This design comes from an exercise in tuning for small area on the open sky130 flow, not from production work.
In this exercise RTL edits were held to simulation tests only and were not proved equivalent to the original.
Power is estimated from default activity; no workload was simulated.

==> v21 <==
==> flow/design.v (excerpt) <==
module vdc_top (
	input  logic          clk,
	input  logic          reset,
	input  logic          cs,            
	input  logic          we,            
	input  logic [7:0]    db_in,
	input  logic [6:0]    direct_reg,    
	input  logic [3:0]    rgbi,          
	output logic [7:0]    db_out,
	output logic          hsync,
	output logic          vsync,
	output logic          irq,
	output vdc_pkg::rgb_t rgb
);
export LEC_CHECK = 0
export CAP_MARGIN = 10
export CORE_MARGIN = 2
export CORE_UTILIZATION = 50
export PLACE_DENSITY = 0.75
export SLEW_MARGIN = 10
create_clock -name core_clock -period 8.0 [get_ports {clk}]
standard.sh (not shown) runs the stock make flow with config.mk's settings and CLKGATE_MAP_FILE= SYNTH_SCRIPT=/design/flow/synth_recipe.tcl, a recipe that flattens the netlist after the stock synthesis.
==> flow/flow/run.sh <==
#!/bin/bash
# The standard layout (standard.sh, all steps) with three changes:
#  - synthesis maps the logic with an area-oriented ABC script (abc.script beside this
#    file), run from a copy of ORFS's scripts folder that differs only in that script;
#    flip-flops are mapped before ABC runs, so the registers are those of the standard
#    synthesis; the adder step is skipped, so ABC also maps the few adders and
#    comparators as plain logic
#  - ports are buffered with the smallest buffer
#  - clock tree synthesis inserts no dummy loads
set -euo pipefail
work=$(pwd)
rm -rf "$work/scripts"
cp -r "$FLOW_HOME/scripts" "$work/scripts"
cp "$work/flow/abc.script" "$work/scripts/abc_speed.script"
export BUFFER_PORTS_ARGS="-buffer_cell sky130_fd_sc_hd__buf_1"
export CTS_ARGS="-sink_clustering_enable -repair_clock_nets -sink_clustering_size 20 -sink_clustering_max_diameter 50 -buf_list sky130_fd_sc_hd__clkbuf_8 -dont_use_dummy_load"
bash standard.sh "SCRIPTS_DIR=$work/scripts" "ADDER_MAP_FILE=" finish > "$work/standard.log" 2>&1
==> flow/flow/abc.script <==
&get -n
&st
&dch -f
&nf -R 1000 -p -F 10 -A 10 -C 32
&put
==> v3: changes against v21 <==
--- a/flow/design.v
+++ b/flow/design.v
@@ -133,39 +133,45 @@
 	assign cfg.vw         = vw;
 	assign cfg.cth        = cth;
 	assign cfg.ctv        = ctv;
 	assign cfg.hspol      = hspol;
 	assign cfg.vspol      = vspol;
 	assign cfg.tt8bg      = ext;
 	assign cfg.irq_raster = irq_raster;
 	assign cfg.irq_column = irq_column;
-	logic [16:0] rsel;
-	logic [7:0]  rsrc [17];
 	always_comb begin
-		rsel[0]  = (target == vdc_pkg::REG_HT);       rsrc[0]  = ht;
-		rsel[1]  = (target == vdc_pkg::REG_HP);       rsrc[1]  = hp;
-		rsel[2]  = (target == vdc_pkg::REG_SYNCW);    rsrc[2]  = {vw, hw};
-		rsel[3]  = (target == vdc_pkg::REG_VT);       rsrc[3]  = vt;
-		rsel[4]  = (target == vdc_pkg::REG_VP);       rsrc[4]  = vp;
-		rsel[5]  = (target == vdc_pkg::REG_CTV);      rsrc[5]  = {3'b111, ctv};
-		rsel[6]  = (target == vdc_pkg::REG_CTH);      rsrc[6]  = {cth, 4'hF};
-		rsel[7]  = (target == vdc_pkg::REG_POL);      rsrc[7]  = {hspol, vspol, 6'h3F};
-		rsel[8]  = ext && (target == vdc_pkg::REG_MODE);     rsrc[8]  = 8'h74;
-		rsel[9]  = ext && (target == vdc_pkg::REG_COL);      rsrc[9]  = pos.col;
-		rsel[10] = ext && (target == vdc_pkg::REG_PIX);      rsrc[10] = {4'hF, pos.pixel};
-		rsel[11] = ext && (target == vdc_pkg::REG_ROW);      rsrc[11] = pos.row;
-		rsel[12] = ext && (target == vdc_pkg::REG_LINE);     rsrc[12] = {3'b111, pos.line};
-		rsel[13] = ext && (target == vdc_pkg::REG_IRQ_ROW);  rsrc[13] = irq_raster[15:8];
-		rsel[14] = ext && (target == vdc_pkg::REG_IRQ_LINE); rsrc[14] = irq_raster[7:0];
-		rsel[15] = ext && (target == vdc_pkg::REG_IRQ_COL);  rsrc[15] = irq_column[15:8];
-		rsel[16] = ext && (target == vdc_pkg::REG_IRQ_PIX);  rsrc[16] = irq_column[7:0];
 		rd_val = 8'hFF;
-		for (int k = 0; k < 17; k++)
-			rd_val = rd_val & ~({8{rsel[k] & ~sel_cyc}} & ~rsrc[k]);
+		if (!sel_cyc) begin
+			case (target)
+				vdc_pkg::REG_HT:    rd_val = ht;
+				vdc_pkg::REG_HP:    rd_val = hp;
+				vdc_pkg::REG_SYNCW: rd_val = {vw, hw};
+				vdc_pkg::REG_VT:    rd_val = vt;
+				vdc_pkg::REG_VP:    rd_val = vp;
+				vdc_pkg::REG_CTV:   rd_val = {3'b111, ctv};
+				vdc_pkg::REG_CTH:   rd_val = {cth, 4'hF};
+				vdc_pkg::REG_POL:   rd_val = {hspol, vspol, 6'h3F};
+				default:            rd_val = 8'hFF;
+			endcase
+			if (ext) begin
+				case (target)
+					vdc_pkg::REG_MODE:     rd_val = 8'h74;
+					vdc_pkg::REG_COL:      rd_val = pos.col;
+					vdc_pkg::REG_PIX:      rd_val = {4'hF, pos.pixel};
+					vdc_pkg::REG_ROW:      rd_val = pos.row;
+					vdc_pkg::REG_LINE:     rd_val = {3'b111, pos.line};
+					vdc_pkg::REG_IRQ_ROW:  rd_val = irq_raster[15:8];
+					vdc_pkg::REG_IRQ_LINE: rd_val = irq_raster[7:0];
+					vdc_pkg::REG_IRQ_COL:  rd_val = irq_column[15:8];
+					vdc_pkg::REG_IRQ_PIX:  rd_val = irq_column[7:0];
+					default: ;
+				endcase
+			end
+		end
 	end
 	always_ff @(posedge clk) begin
 		if (rd_cyc) begin
 			db_out <= rd_val;    
 		end
 	end
 	assign pal_we  = wr_cyc && ext && direct_reg[6] && !(direct_reg[5] && direct_reg[4]);
 	assign pal_adr = direct_reg[5:0];
@@ -272,48 +278,35 @@
 		24'h00007F,   
 		24'h555555,   
 		24'h000000    
 	};
 	logic [7:0] val0;        
 	logic [7:0] val1;        
 	assign val0 = pal_val & {8{~reset}};
 	assign val1 = pal_val | {8{reset}};
-	logic [16-1:0] ent_sel;
-	logic [2:0]               chan_sel;
-	always_comb begin
-		for (int i = 0; i < 16; i++)
-			ent_sel[i] = reset | (pal_adr[3:0] == 4'(i));
-		for (int c = 0; c < 3; c++)
-			chan_sel[c] = reset | (pal_we && pal_adr[5:4] == 2'(c));
-	end
 	for (genvar i = 0; i < 16; i++) begin : g_ent
 		for (genvar c = 0; c < 3; c++) begin : g_chan
 			localparam logic [7:0] DEF = DEF_RGB[24*i + 8*(2-c) +: 8];
 			logic en;
-			assign en = ent_sel[i] & chan_sel[c];
+			assign en = reset | (pal_we && pal_adr == 6'(16*c + i));
 			always_ff @(posedge clk) begin
 				if (en)
 					pal[i][8*(2-c) +: 8] <= (DEF & val1) | (~DEF & val0);
 			end
 		end
 	end
 	logic [16-1:0] hot;
 	logic [23:0]              rd;
-	logic [23:0]              grp [6];
 	always_comb begin
-		for (int i = 0; i < 16; i++)
+		rd = '0;
+		for (int i = 0; i < 16; i++) begin
 			hot[i] = (rgbi == 4'(i));
-		for (int g = 0; g < 6; g++) begin
-			grp[g] = '0;
-			for (int k = 0; k < 3; k++)
-				if (3*g + k < 16)
-					grp[g] = grp[g] | (pal[3*g+k] & {24{hot[3*g+k]}});
+			rd     = rd | (pal[i] & {24{hot[i]}});
 		end
-		rd = (grp[0] | grp[1] | grp[2]) | (grp[3] | grp[4] | grp[5]);
 	end
 	always_ff @(posedge clk) begin
 		rgb <= rd;    
 	end
 endmodule
 module vdc_top (
 	input  logic          clk,
 	input  logic          reset,
==> flow/flow/run.sh (replaced) <==
#!/bin/bash
# Standard layout, with two changes: ports are buffered with the smallest
# buffer, and clock tree synthesis inserts no dummy loads.
set -euo pipefail
export BUFFER_PORTS_ARGS="-buffer_cell sky130_fd_sc_hd__buf_1"
export CTS_ARGS="-sink_clustering_enable -repair_clock_nets -sink_clustering_size 16 -sink_clustering_max_diameter 100 -buf_list sky130_fd_sc_hd__clkbuf_8 -dont_use_dummy_load"
bash standard.sh > standard.log 2>&1
Settings changed: CAP_MARGIN 10 to 0, CORE_UTILIZATION 50 to 40, CTS_BUF_LIST set to sky130_fd_sc_hd__clkbuf_8, CTS_CLUSTER_DIAMETER set to 50, CTS_CLUSTER_SIZE set to 16, PLACE_DENSITY 0.75 to not set, SLEW_MARGIN 10 to 0.
removed: flow/flow/abc.script
==> comparison <==
Between v21 and v3, the lower first-iteration DRC count is in v3 (gap about 9%, measured against v3).
Against v21, the utilization of v3 is lower by 11 points.
Against v3, the wire length of v21 is smaller by 16%.
Against v21, the combinational power of v3 is larger by 22%.
Register-to-register slack: v3 is better than v21 (1.3 ns).
Against v21, the cell area of v3 is larger by 7.7%.
Clock power is about the same in v21 and v3.
==> figures <==
metric	v3	v21
Power per cell area	216.1 nW/um^2	224.4 nW/um^2
Number of cells produced by synthesis	1487	1234
Clk_skew	0.07575 ns	0.08367 ns
Start point of the worst min-delay path	i_palette.pal[6][22]$_DFFE_PP_	i_palette.pal[15][1]$_DFFE_PP_
DP Worst Slack	3.144 ns	2.859 ns
Diodes inserted	1	0
GR Util All Layers	0.2372	0.2697
Number of iterations in the first detailed-routing pass	6	7
Comb pwr	0.000431 W	0.000353 W
Half-perimeter wire length after detailed placement	41470 um	36160 um
Period utilisation layout	0.5433	0.6254
Maximum ir drop on the vdd rail	0.00009930 V	0.0002037 V
Number of tapcells	696	525
Count of multi-input combinational gates	839	664
Final nets	1580	1389
Result of the run	no timing/DRC/antenna violations	no timing/DRC/antenna violations

---

==> inputs of trial 53 <==
RTL: one of the versions met above, not the one the previous note started from.
==> flow/config.mk <==
export PLATFORM = sky130hd
export DESIGN_NAME = vdc_top
export DESIGN_NICKNAME = vdc_top
export VERILOG_FILES = /design/flow/design.v
export SDC_FILE = /design/flow/constraint.sdc
export NUM_CORES = 4
export LEC_CHECK = 0
export CAP_MARGIN = 0
export CORE_MARGIN = 2
export CORE_UTILIZATION = 40
export CTS_BUF_LIST = sky130_fd_sc_hd__clkbuf_8
export CTS_CLUSTER_DIAMETER = 50
export CTS_CLUSTER_SIZE = 16
export SLEW_MARGIN = 0
==> flow/constraint.sdc <==
create_clock -name core_clock -period 8.0 [get_ports {clk}]
set_input_delay 1.6000 -clock core_clock [delete_from_list [all_inputs] [get_ports {clk}]]
set_output_delay 1.6000 -clock core_clock [all_outputs]
set_load 0.01 [all_outputs]
==> flow/flow/run.sh <==
#!/bin/bash
# The standard layout (standard.sh, all steps) with three changes:
#  - synthesis maps the logic with an area-oriented ABC script (abc.script beside this
#    file), run from a copy of ORFS's scripts folder that differs only in that script;
#    flip-flops are mapped before ABC runs, so the registers are those of the standard
#    synthesis
#  - ports are buffered with the smallest buffer
#  - clock tree synthesis inserts no dummy loads
set -euo pipefail
work=$(pwd)
rm -rf "$work/scripts"
cp -r "$FLOW_HOME/scripts" "$work/scripts"
cp "$work/flow/abc.script" "$work/scripts/abc_speed.script"
export BUFFER_PORTS_ARGS="-buffer_cell sky130_fd_sc_hd__buf_1"
export CTS_ARGS="-sink_clustering_enable -repair_clock_nets -sink_clustering_size 16 -sink_clustering_max_diameter 50 -buf_list sky130_fd_sc_hd__clkbuf_8 -dont_use_dummy_load"
bash standard.sh "SCRIPTS_DIR=$work/scripts" finish > "$work/standard.log" 2>&1
==> flow/flow/abc.script <==
&get -n
&st
&dch -f
&nf -R 1000 -p
&put
buffer -c
topo
stime -c
upsize -c
dnsize -c
==> build 87 (differences from trial 53) <==
--- a/flow/design.v
+++ b/flow/design.v
@@ -133,45 +133,39 @@
 	assign cfg.vw         = vw;
 	assign cfg.cth        = cth;
 	assign cfg.ctv        = ctv;
 	assign cfg.hspol      = hspol;
 	assign cfg.vspol      = vspol;
 	assign cfg.tt8bg      = ext;
 	assign cfg.irq_raster = irq_raster;
 	assign cfg.irq_column = irq_column;
+	logic [16:0] rsel;
+	logic [7:0]  rsrc [17];
 	always_comb begin
+		rsel[0]  = (target == vdc_pkg::REG_HT);       rsrc[0]  = ht;
+		rsel[1]  = (target == vdc_pkg::REG_HP);       rsrc[1]  = hp;
+		rsel[2]  = (target == vdc_pkg::REG_SYNCW);    rsrc[2]  = {vw, hw};
+		rsel[3]  = (target == vdc_pkg::REG_VT);       rsrc[3]  = vt;
+		rsel[4]  = (target == vdc_pkg::REG_VP);       rsrc[4]  = vp;
+		rsel[5]  = (target == vdc_pkg::REG_CTV);      rsrc[5]  = {3'b111, ctv};
+		rsel[6]  = (target == vdc_pkg::REG_CTH);      rsrc[6]  = {cth, 4'hF};
+		rsel[7]  = (target == vdc_pkg::REG_POL);      rsrc[7]  = {hspol, vspol, 6'h3F};
+		rsel[8]  = ext && (target == vdc_pkg::REG_MODE);     rsrc[8]  = 8'h74;
+		rsel[9]  = ext && (target == vdc_pkg::REG_COL);      rsrc[9]  = pos.col;
+		rsel[10] = ext && (target == vdc_pkg::REG_PIX);      rsrc[10] = {4'hF, pos.pixel};
+		rsel[11] = ext && (target == vdc_pkg::REG_ROW);      rsrc[11] = pos.row;
+		rsel[12] = ext && (target == vdc_pkg::REG_LINE);     rsrc[12] = {3'b111, pos.line};
+		rsel[13] = ext && (target == vdc_pkg::REG_IRQ_ROW);  rsrc[13] = irq_raster[15:8];
+		rsel[14] = ext && (target == vdc_pkg::REG_IRQ_LINE); rsrc[14] = irq_raster[7:0];
+		rsel[15] = ext && (target == vdc_pkg::REG_IRQ_COL);  rsrc[15] = irq_column[15:8];
+		rsel[16] = ext && (target == vdc_pkg::REG_IRQ_PIX);  rsrc[16] = irq_column[7:0];
 		rd_val = 8'hFF;
-		if (!sel_cyc) begin
-			case (target)
-				vdc_pkg::REG_HT:    rd_val = ht;
-				vdc_pkg::REG_HP:    rd_val = hp;
-				vdc_pkg::REG_SYNCW: rd_val = {vw, hw};
-				vdc_pkg::REG_VT:    rd_val = vt;
-				vdc_pkg::REG_VP:    rd_val = vp;
-				vdc_pkg::REG_CTV:   rd_val = {3'b111, ctv};
-				vdc_pkg::REG_CTH:   rd_val = {cth, 4'hF};
-				vdc_pkg::REG_POL:   rd_val = {hspol, vspol, 6'h3F};
-				default:            rd_val = 8'hFF;
-			endcase
-			if (ext) begin
-				case (target)
-					vdc_pkg::REG_MODE:     rd_val = 8'h74;
-					vdc_pkg::REG_COL:      rd_val = pos.col;
-					vdc_pkg::REG_PIX:      rd_val = {4'hF, pos.pixel};
-					vdc_pkg::REG_ROW:      rd_val = pos.row;
-					vdc_pkg::REG_LINE:     rd_val = {3'b111, pos.line};
-					vdc_pkg::REG_IRQ_ROW:  rd_val = irq_raster[15:8];
-					vdc_pkg::REG_IRQ_LINE: rd_val = irq_raster[7:0];
-					vdc_pkg::REG_IRQ_COL:  rd_val = irq_column[15:8];
-					vdc_pkg::REG_IRQ_PIX:  rd_val = irq_column[7:0];
-					default: ;
-				endcase
-			end
-		end
+		for (int k = 0; k < 17; k++)
+			rd_val = rd_val & ~({8{rsel[k] & ~sel_cyc}} & ~rsrc[k]);
 	end
 	always_ff @(posedge clk) begin
 		if (rd_cyc) begin
 			db_out <= rd_val;    
 		end
 	end
 	assign pal_we  = wr_cyc && ext && direct_reg[6] && !(direct_reg[5] && direct_reg[4]);
 	assign pal_adr = direct_reg[5:0];
@@ -278,35 +272,48 @@
 		24'h00007F,   
 		24'h555555,   
 		24'h000000    
 	};
 	logic [7:0] val0;        
 	logic [7:0] val1;        
 	assign val0 = pal_val & {8{~reset}};
 	assign val1 = pal_val | {8{reset}};
+	logic [16-1:0] ent_sel;
+	logic [2:0]               chan_sel;
+	always_comb begin
+		for (int i = 0; i < 16; i++)
+			ent_sel[i] = reset | (pal_adr[3:0] == 4'(i));
+		for (int c = 0; c < 3; c++)
+			chan_sel[c] = reset | (pal_we && pal_adr[5:4] == 2'(c));
+	end
 	for (genvar i = 0; i < 16; i++) begin : g_ent
 		for (genvar c = 0; c < 3; c++) begin : g_chan
 			localparam logic [7:0] DEF = DEF_RGB[24*i + 8*(2-c) +: 8];
 			logic en;
-			assign en = reset | (pal_we && pal_adr == 6'(16*c + i));
+			assign en = ent_sel[i] & chan_sel[c];
 			always_ff @(posedge clk) begin
 				if (en)
 					pal[i][8*(2-c) +: 8] <= (DEF & val1) | (~DEF & val0);
 			end
 		end
 	end
 	logic [16-1:0] hot;
 	logic [23:0]              rd;
+	logic [23:0]              grp [6];
 	always_comb begin
-		rd = '0;
-		for (int i = 0; i < 16; i++) begin
+		for (int i = 0; i < 16; i++)
 			hot[i] = (rgbi == 4'(i));
-			rd     = rd | (pal[i] & {24{hot[i]}});
+		for (int g = 0; g < 6; g++) begin
+			grp[g] = '0;
+			for (int k = 0; k < 3; k++)
+				if (3*g + k < 16)
+					grp[g] = grp[g] | (pal[3*g+k] & {24{hot[3*g+k]}});
 		end
+		rd = (grp[0] | grp[1] | grp[2]) | (grp[3] | grp[4] | grp[5]);
 	end
 	always_ff @(posedge clk) begin
 		rgb <= rd;    
 	end
 endmodule
 module vdc_top (
 	input  logic          clk,
 	input  logic          reset,
==> flow/flow/run.sh (replaced) <==
#!/bin/bash
# The standard layout (standard.sh, all steps) with three changes:
#  - synthesis maps the logic with an area-oriented ABC script (abc.script beside this
#    file), run from a copy of ORFS's scripts folder that differs only in that script;
#    flip-flops are mapped before ABC runs, so the registers are those of the standard
#    synthesis; the adder step is skipped, so ABC also maps the few adders and
#    comparators as plain logic
#  - ports are buffered with the smallest buffer
#  - clock tree synthesis inserts no dummy loads
set -euo pipefail
work=$(pwd)
rm -rf "$work/scripts"
cp -r "$FLOW_HOME/scripts" "$work/scripts"
cp "$work/flow/abc.script" "$work/scripts/abc_speed.script"
export DONT_USE_CELLS="sky130_fd_sc_hd__buf_4 sky130_fd_sc_hd__buf_6 sky130_fd_sc_hd__buf_8 sky130_fd_sc_hd__buf_12 sky130_fd_sc_hd__buf_16 sky130_fd_sc_hd__clkbuf_4"
export BUFFER_PORTS_ARGS="-buffer_cell sky130_fd_sc_hd__buf_1"
export CTS_ARGS="-sink_clustering_enable -repair_clock_nets -sink_clustering_size 16 -sink_clustering_max_diameter 70 -buf_list sky130_fd_sc_hd__clkbuf_8 -dont_use_dummy_load"
bash standard.sh "SCRIPTS_DIR=$work/scripts" "ADDER_MAP_FILE=" finish > "$work/standard.log" 2>&1
==> flow/flow/abc.script (replaced) <==
&get -n
&st
&dch -f
&nf -R 1000 -p -F 10 -A 10 -C 32
&put
CAP_MARGIN = 10   (was 0)
CORE_UTILIZATION = 50   (was 40)
CTS_BUF_LIST = not set   (was sky130_fd_sc_hd__clkbuf_8)
CTS_CLUSTER_DIAMETER = not set   (was 50)
CTS_CLUSTER_SIZE = not set   (was 16)
PLACE_DENSITY = 0.75   (was not set)
SLEW_MARGIN = 10   (was 0)
==> build 23 (differences from trial 53) <==
==> flow/flow/run.sh (replaced) <==
#!/bin/bash
# The standard layout (standard.sh, all steps) with three changes:
#  - synthesis maps the logic with an area-oriented ABC script (abc.script beside this
#    file), run from a copy of ORFS's scripts folder that differs only in that script;
#    flip-flops are mapped before ABC runs, so the registers are those of the standard
#    synthesis; the adder step is skipped, so ABC also maps the few adders and
#    comparators as plain logic
#  - ports are buffered with the smallest buffer
#  - clock tree synthesis inserts no dummy loads
set -euo pipefail
work=$(pwd)
rm -rf "$work/scripts"
cp -r "$FLOW_HOME/scripts" "$work/scripts"
cp "$work/flow/abc.script" "$work/scripts/abc_speed.script"
export BUFFER_PORTS_ARGS="-buffer_cell sky130_fd_sc_hd__buf_1"
export CTS_ARGS="-sink_clustering_enable -repair_clock_nets -sink_clustering_size 16 -sink_clustering_max_diameter 70 -buf_list sky130_fd_sc_hd__clkbuf_8 -dont_use_dummy_load"
bash standard.sh "SCRIPTS_DIR=$work/scripts" "ADDER_MAP_FILE=" finish > "$work/standard.log" 2>&1
==> flow/flow/abc.script (replaced) <==
&get -n
&st
&dch -f
&nf -R 1000 -p -F 10 -A 10 -C 32
&put
CAP_MARGIN = 10   (was 0)
CORE_UTILIZATION = 50   (was 40)
CTS_BUF_LIST = not set   (was sky130_fd_sc_hd__clkbuf_8)
CTS_CLUSTER_DIAMETER = not set   (was 50)
CTS_CLUSTER_SIZE = not set   (was 16)
PLACE_DENSITY = 0.75   (was not set)
SLEW_MARGIN = 10   (was 0)
==> trial 97 (differences from trial 53) <==
--- a/flow/flow/run.sh
+++ b/flow/flow/run.sh
@@ -7,10 +7,10 @@
 #  - ports are buffered with the smallest buffer
 #  - clock tree synthesis inserts no dummy loads
 set -euo pipefail
 work=$(pwd)
 rm -rf "$work/scripts"
 cp -r "$FLOW_HOME/scripts" "$work/scripts"
 cp "$work/flow/abc.script" "$work/scripts/abc_speed.script"
 export BUFFER_PORTS_ARGS="-buffer_cell sky130_fd_sc_hd__buf_1"
-export CTS_ARGS="-sink_clustering_enable -repair_clock_nets -sink_clustering_size 16 -sink_clustering_max_diameter 50 -buf_list sky130_fd_sc_hd__clkbuf_8 -dont_use_dummy_load"
+export CTS_ARGS="-sink_clustering_enable -repair_clock_nets -sink_clustering_size 16 -sink_clustering_max_diameter 100 -buf_list sky130_fd_sc_hd__clkbuf_8 -dont_use_dummy_load"
 bash standard.sh "SCRIPTS_DIR=$work/scripts" finish > "$work/standard.log" 2>&1
==> flow/flow/abc.script (replaced) <==
&get -n
&st
&dch -f
&nf -R 1000 -p -F 10 -A 10 -C 32
&put
CTS_CLUSTER_DIAMETER = 100   (was 50)
GPL_TIMING_DRIVEN = 0   (was not set)
==> summary of the runs <==
Design area: trial 97 > trial 53 > build 23 > build 87. Against trial 53, the register-to-register slack of trial 97 is worse by 1.3 ns. Between build 23 and trial 53, the lower fmax is in build 23 (gap about 18%, measured against trial 53). Sequential share of layout area, highest first: build 87, build 23, trial 53, trial 97. The highest via count belongs to build 23, the lowest to trial 97.

==> separate check: timing with driven ports <==
Ports are ideal in the flow. The routed layouts listed here were re-timed in OpenROAD. Step 1, drivers: a clkbuf_16 drives clk and a buf_2 each remaining input, both assumed. Step 2, shift: input delay + t, output delay - t, t = (earliest + latest rising clock arrival at the registers) / 2. This alone moves slack from input paths to output paths. Three values: ideal ports, drivers, drivers and shift; two values: the first two.
run | t (ns) | slack for setup (ns) | latest minus earliest clock arrival (ns) | slew at the worst register clock pin (ns) | pins driven straight from the clock port
v21 | 0.627 | 2.997 / 2.997 / 2.601 | 0.103 / 0.103 | 0.12 / 0.12 | 1
v3 | 0.684 | 3.653 / 3.679 / 2.994 | 0.080 / 0.081 | 0.11 / 0.11 | 1
trial 53 | 0.665 | 2.931 / 2.891 / 2.226 | 0.152 / 0.152 | 0.10 / 0.10 | 1
build 87 | 0.632 | 2.950 / 2.950 / 2.588 | 0.056 / 0.056 | 0.11 / 0.11 | 1
build 23 | 0.664 | 1.807 / 1.789 / 1.125 | 0.085 / 0.086 | 0.10 / 0.10 | 1
trial 97 | 0.656 | 1.426 / 1.381 / 0.725 | 0.078 / 0.078 | 0.11 / 0.11 | 1
After both steps every run listed still meets setup and hold. For trial 53, which loses most, drivers alone change the setup slack by -0.040 ns; drivers and shift together by -0.705 ns.
